This is an optimization exercise on Yosys and OpenROAD, whose aim is small area, a short achievable clock period and few clock cycles, not a production implementation. The RTL was checked by simulation tests, not by an equivalence proof against the original design. Power figures rest on the tool's default switching activity, not on a simulated workload.

run A:
==> flow/design.v (excerpt) <==
module matmul_top
#(
    parameter  int BLOCK   = 4,
    parameter  int INNER   = 4,
    parameter  int A_ROWS  = 8,      
    parameter  int B_COLS  = 8,      
    localparam int A_DEPTH = (A_ROWS / BLOCK) * INNER,
    localparam int B_DEPTH = (B_COLS / BLOCK) * INNER,
    localparam int A_AW    = (A_DEPTH > 1) ? $clog2(A_DEPTH) : 1,
    localparam int B_AW    = (B_DEPTH > 1) ? $clog2(B_DEPTH) : 1,
    localparam int R_AW    = (A_ROWS * B_COLS > 1) ? $clog2(A_ROWS * B_COLS) : 1
) (
    input  logic              clk,
    input  logic              rst_n,
    input  logic              a_we,
    input  logic [A_AW-1:0]   a_addr,      
    input  logic [BLOCK-1:0][ELEM_W-1:0]  a_data,
    input  logic              b_we,
    input  logic [B_AW-1:0]   b_addr,      
    input  logic [BLOCK-1:0][ELEM_W-1:0]  b_data,
    input  logic              start,
    output logic              busy,
    output logic              done,
    input  logic [R_AW-1:0]   res_addr,
    output logic signed [ELEM_W-1:0]             res_data
);
Settings: LEC_CHECK=0, CAP_MARGIN=20, CORE_MARGIN=2, CORE_UTILIZATION=55, CTS_CLUSTER_SIZE=30, SETUP_SLACK_MARGIN=3.6, SLEW_MARGIN=20; clock period 10.0 ns.
run.sh (not shown) runs the stock make flow with config.mk's settings and CLKGATE_MAP_FILE= SYNTH_SCRIPT=/design/flow/synth_recipe.tcl, a recipe that flattens the netlist after the stock synthesis.
Testbench counts of run A, summed over its fixed seeds: cycles 4,296.
Edits applied to the flow inputs when going from run A to run B:
--- a/flow/config.mk
+++ b/flow/config.mk
@@ -10 +10 @@
-export CORE_UTILIZATION = 55
+export CORE_UTILIZATION = 60
@@ -12 +12 @@
-export SETUP_SLACK_MARGIN = 3.6
+export SETUP_SLACK_MARGIN = 3.1
==> comparison <==
Sequential fraction of design power for run B is higher than for run A. Changes observed in run B relative to run A: required time reported for the critical path endpoint increased by 2720 ps relative to the old numbers; flip-flop and latch area closely matched the old numbers. Run A reports its timing endpoint of the critical path as res_data[14] while run B reports u_res.u_dot.q_s901. Relative to run A, routing usage on met3 increased by 1.5 points in run B. On sum of routed wire length over all layers, the higher figure sits with run A, not run B. In run B relative to run A, power had gone down by a few percent. Looking at detailed placer's ending HPWL across both flows, run B is the stronger of the two, with run A trailing. Worst clock skew on run B is behind run A. Relative to run A, the final cell area reported for run B is lower.

---

## job 1780
matmul_top, a different RTL version from the one above (not shown whole).
Size: about 5800 cells after synthesis, ~2200 flip-flops.
Settings: LEC_CHECK=0, CAP_MARGIN=20, CORE_MARGIN=2, CORE_UTILIZATION=60, CTS_CLUSTER_SIZE=30, SETUP_SLACK_MARGIN=3.6, SLEW_MARGIN=20, SYNTH_HIERARCHICAL=1; clock period 10.0 ns.
Job 1780: PASS, flow complete, no timing, DRC or antenna violations
Testbench counts of job 1780, summed over its fixed seeds: cycles 4,296.
### job 1780 -> job 9417
- SETUP_SLACK_MARGIN: 3.6 -> 3.2
- CORE_UTILIZATION: 60 -> 65
==> summary.txt <==
Time the worst path needs with I/O delays and setup: job 1780 and job 9417 compared, lower one is job 9417. For job 9417, the cell with the largest stage delay on the worst path was sky130_fd_sc_hd__o221ai_1, unlike job 1780, where it was sky130_fd_sc_hd__fa_2. Comparing utilization for job 1780 and job 9417, the smaller number came from job 1780. The beginning of the critical path comes out res_addr[2] in one run and u_res.u_dot.q_s913$_DFF_P_ in the other, namely in job 9417 and job 1780 respectively. On job 9417: final cell count without fillers is 329 lower than what job 1780 gave. Compared to job 1780, the router laid down less metal wire for job 9417. Looking only at layout clock buffer count, and setting everything else aside, the lower value of job 1780 and job 9417 goes to job 9417. In the tables for job 1780 and job 9417, detailed-router iteration count before antenna repair reads higher with job 1780.

---

matmul_top again, from the RTL that the note above started with.
clock: 10.0 ns
lec_check: 0
cap_margin: 20
core_margin: 2
core_utilization: 65
cts_cluster_size: 30
setup_slack_margin: 3.75
slew_margin: 20
synth_hierarchical: 1
Testbench counts at the start, summed over its fixed seeds: cycles 4,296.
==> next run, changes <==
--- a/flow/config.mk
+++ b/flow/config.mk
@@ -8,7 +8,7 @@
 export CAP_MARGIN = 20
 export CORE_MARGIN = 2
-export CORE_UTILIZATION = 65
+export CORE_UTILIZATION = 70
 export CTS_CLUSTER_SIZE = 30
-export SETUP_SLACK_MARGIN = 3.75
+export SETUP_SLACK_MARGIN = 3.45
 export SLEW_MARGIN = 20
 export SYNTH_HIERARCHICAL = 1
Power grows by 0.94%; die area goes down by 7.1%; synthesized area is unchanged; setup slack is worse by 0.20 ns; cell count goes down by 3.5%; first-iteration DRC count rose by 15%; sequential share of layout area rises by 1.4 points; routed wire length came out higher by 4.6%; hold slack gains 0.027 ns.

---

== wip/nickel ==
matmul_top again, from the RTL that the note above started with.
Design matmul_top, start of the top module:
module matmul_top
#(
    parameter  int BLOCK   = 4,
    parameter  int INNER   = 4,
    parameter  int A_ROWS  = 8,      
    parameter  int B_COLS  = 8,      
    localparam int A_DEPTH = (A_ROWS / BLOCK) * INNER,
    localparam int B_DEPTH = (B_COLS / BLOCK) * INNER,
    localparam int A_AW    = (A_DEPTH > 1) ? $clog2(A_DEPTH) : 1,
    localparam int B_AW    = (B_DEPTH > 1) ? $clog2(B_DEPTH) : 1,
    localparam int R_AW    = (A_ROWS * B_COLS > 1) ? $clog2(A_ROWS * B_COLS) : 1
) (
    input  logic              clk,
    input  logic              rst_n,
    input  logic              a_we,
    input  logic [A_AW-1:0]   a_addr,      
    input  logic [BLOCK-1:0][ELEM_W-1:0]  a_data,
    input  logic              b_we,
    input  logic [B_AW-1:0]   b_addr,      
    input  logic [BLOCK-1:0][ELEM_W-1:0]  b_data,
    input  logic              start,
    output logic              busy,
    output logic              done,
    input  logic [R_AW-1:0]   res_addr,
    output logic signed [ELEM_W-1:0]             res_data
);
==> flow/config.mk <==
export PLATFORM = sky130hd
export DESIGN_NAME = matmul_top
export DESIGN_NICKNAME = matmul_top
export VERILOG_FILES = /design/flow/design.v
export SDC_FILE = /design/flow/constraint.sdc
export NUM_CORES = 4
export LEC_CHECK = 0
export CAP_MARGIN = 20
export CORE_MARGIN = 2
export CORE_UTILIZATION = 65
export CTS_CLUSTER_SIZE = 30
export SETUP_SLACK_MARGIN = 3.45
export SLEW_MARGIN = 20
export SYNTH_HIERARCHICAL = 1
==> flow/constraint.sdc <==
create_clock -name core_clock -period 10.0 [get_ports {clk}]
set_input_delay 2.0000 -clock core_clock [delete_from_list [all_inputs] [get_ports {clk}]]
set_output_delay 2.0000 -clock core_clock [all_outputs]
set_load 0.01 [all_outputs]
Testbench counts of wip/nickel, summed over its fixed seeds: cycles 4,296.
### wip/nickel -> wip/pepper
--- a/flow/config.mk
+++ b/flow/config.mk
@@ -9,5 +9,5 @@
 export CORE_MARGIN = 2
-export CORE_UTILIZATION = 65
+export CORE_UTILIZATION = 55
 export CTS_CLUSTER_SIZE = 30
-export SETUP_SLACK_MARGIN = 3.45
+export SETUP_SLACK_MARGIN = 3.2
 export SLEW_MARGIN = 20
Findings:
Layout-stage area growth over the synthesis result, wip/nickel and wip/pepper: smaller value in wip/pepper. Taking wip/nickel over wip/pepper, the met3 wirelength from detailed routing ratio works out to 1.3. From wip/nickel to wip/pepper, number of nets with antenna violations after detailed routing did not move at all. Against wip/nickel, wip/pepper comes in 4107 higher on total of fill cells in the finished design. Between wip/nickel and wip/pepper, setup slack decreased. Against wip/nickel, wip/pepper comes in 0.10 ns lower on pre-CTS worst setup slack.

[what the ideal ports hide]
The flow's constraints put no driver on any port. The routed layouts listed below were extracted and timed again, unchanged, in two steps.
Step 1: set_driving_cell puts a clkbuf_16 on clk and a buf_2 on each other input, an assumption about the parent block.
Step 2 also shifts input and output timing later by t, the mid clock arrival at the registers, as if the neighbouring blocks saw the same clock.
Three values: no drivers, after step 1, after step 2; two values: the first two.
run	t (ns)	setup slack, ns	clock arrival spread, ns
run A	0.929	3.288 / 3.097 / 2.168	0.073 / 0.073
run B	0.959	3.077 / 2.836 / 1.877	0.084 / 0.084
job 1780	0.938	3.187 / 3.104 / 2.387	0.043 / 0.044
job 9417	0.918	3.205 / 3.121 / 2.249	0.072 / 0.072
the first run of note 3	0.902	3.245 / 3.157 / 2.434	0.107 / 0.107
the second run of note 3	0.926	3.048 / 2.954 / 2.312	0.105 / 0.104
wip/nickel	0.904	3.236 / 3.148 / 2.395	0.091 / 0.091
wip/pepper	0.913	3.211 / 3.125 / 2.285	0.098 / 0.097
After both steps setup and hold are still met in every run listed. The setup slack of run B, which loses most, moves by -0.241 ns with the drivers and by -1.200 ns with both steps.
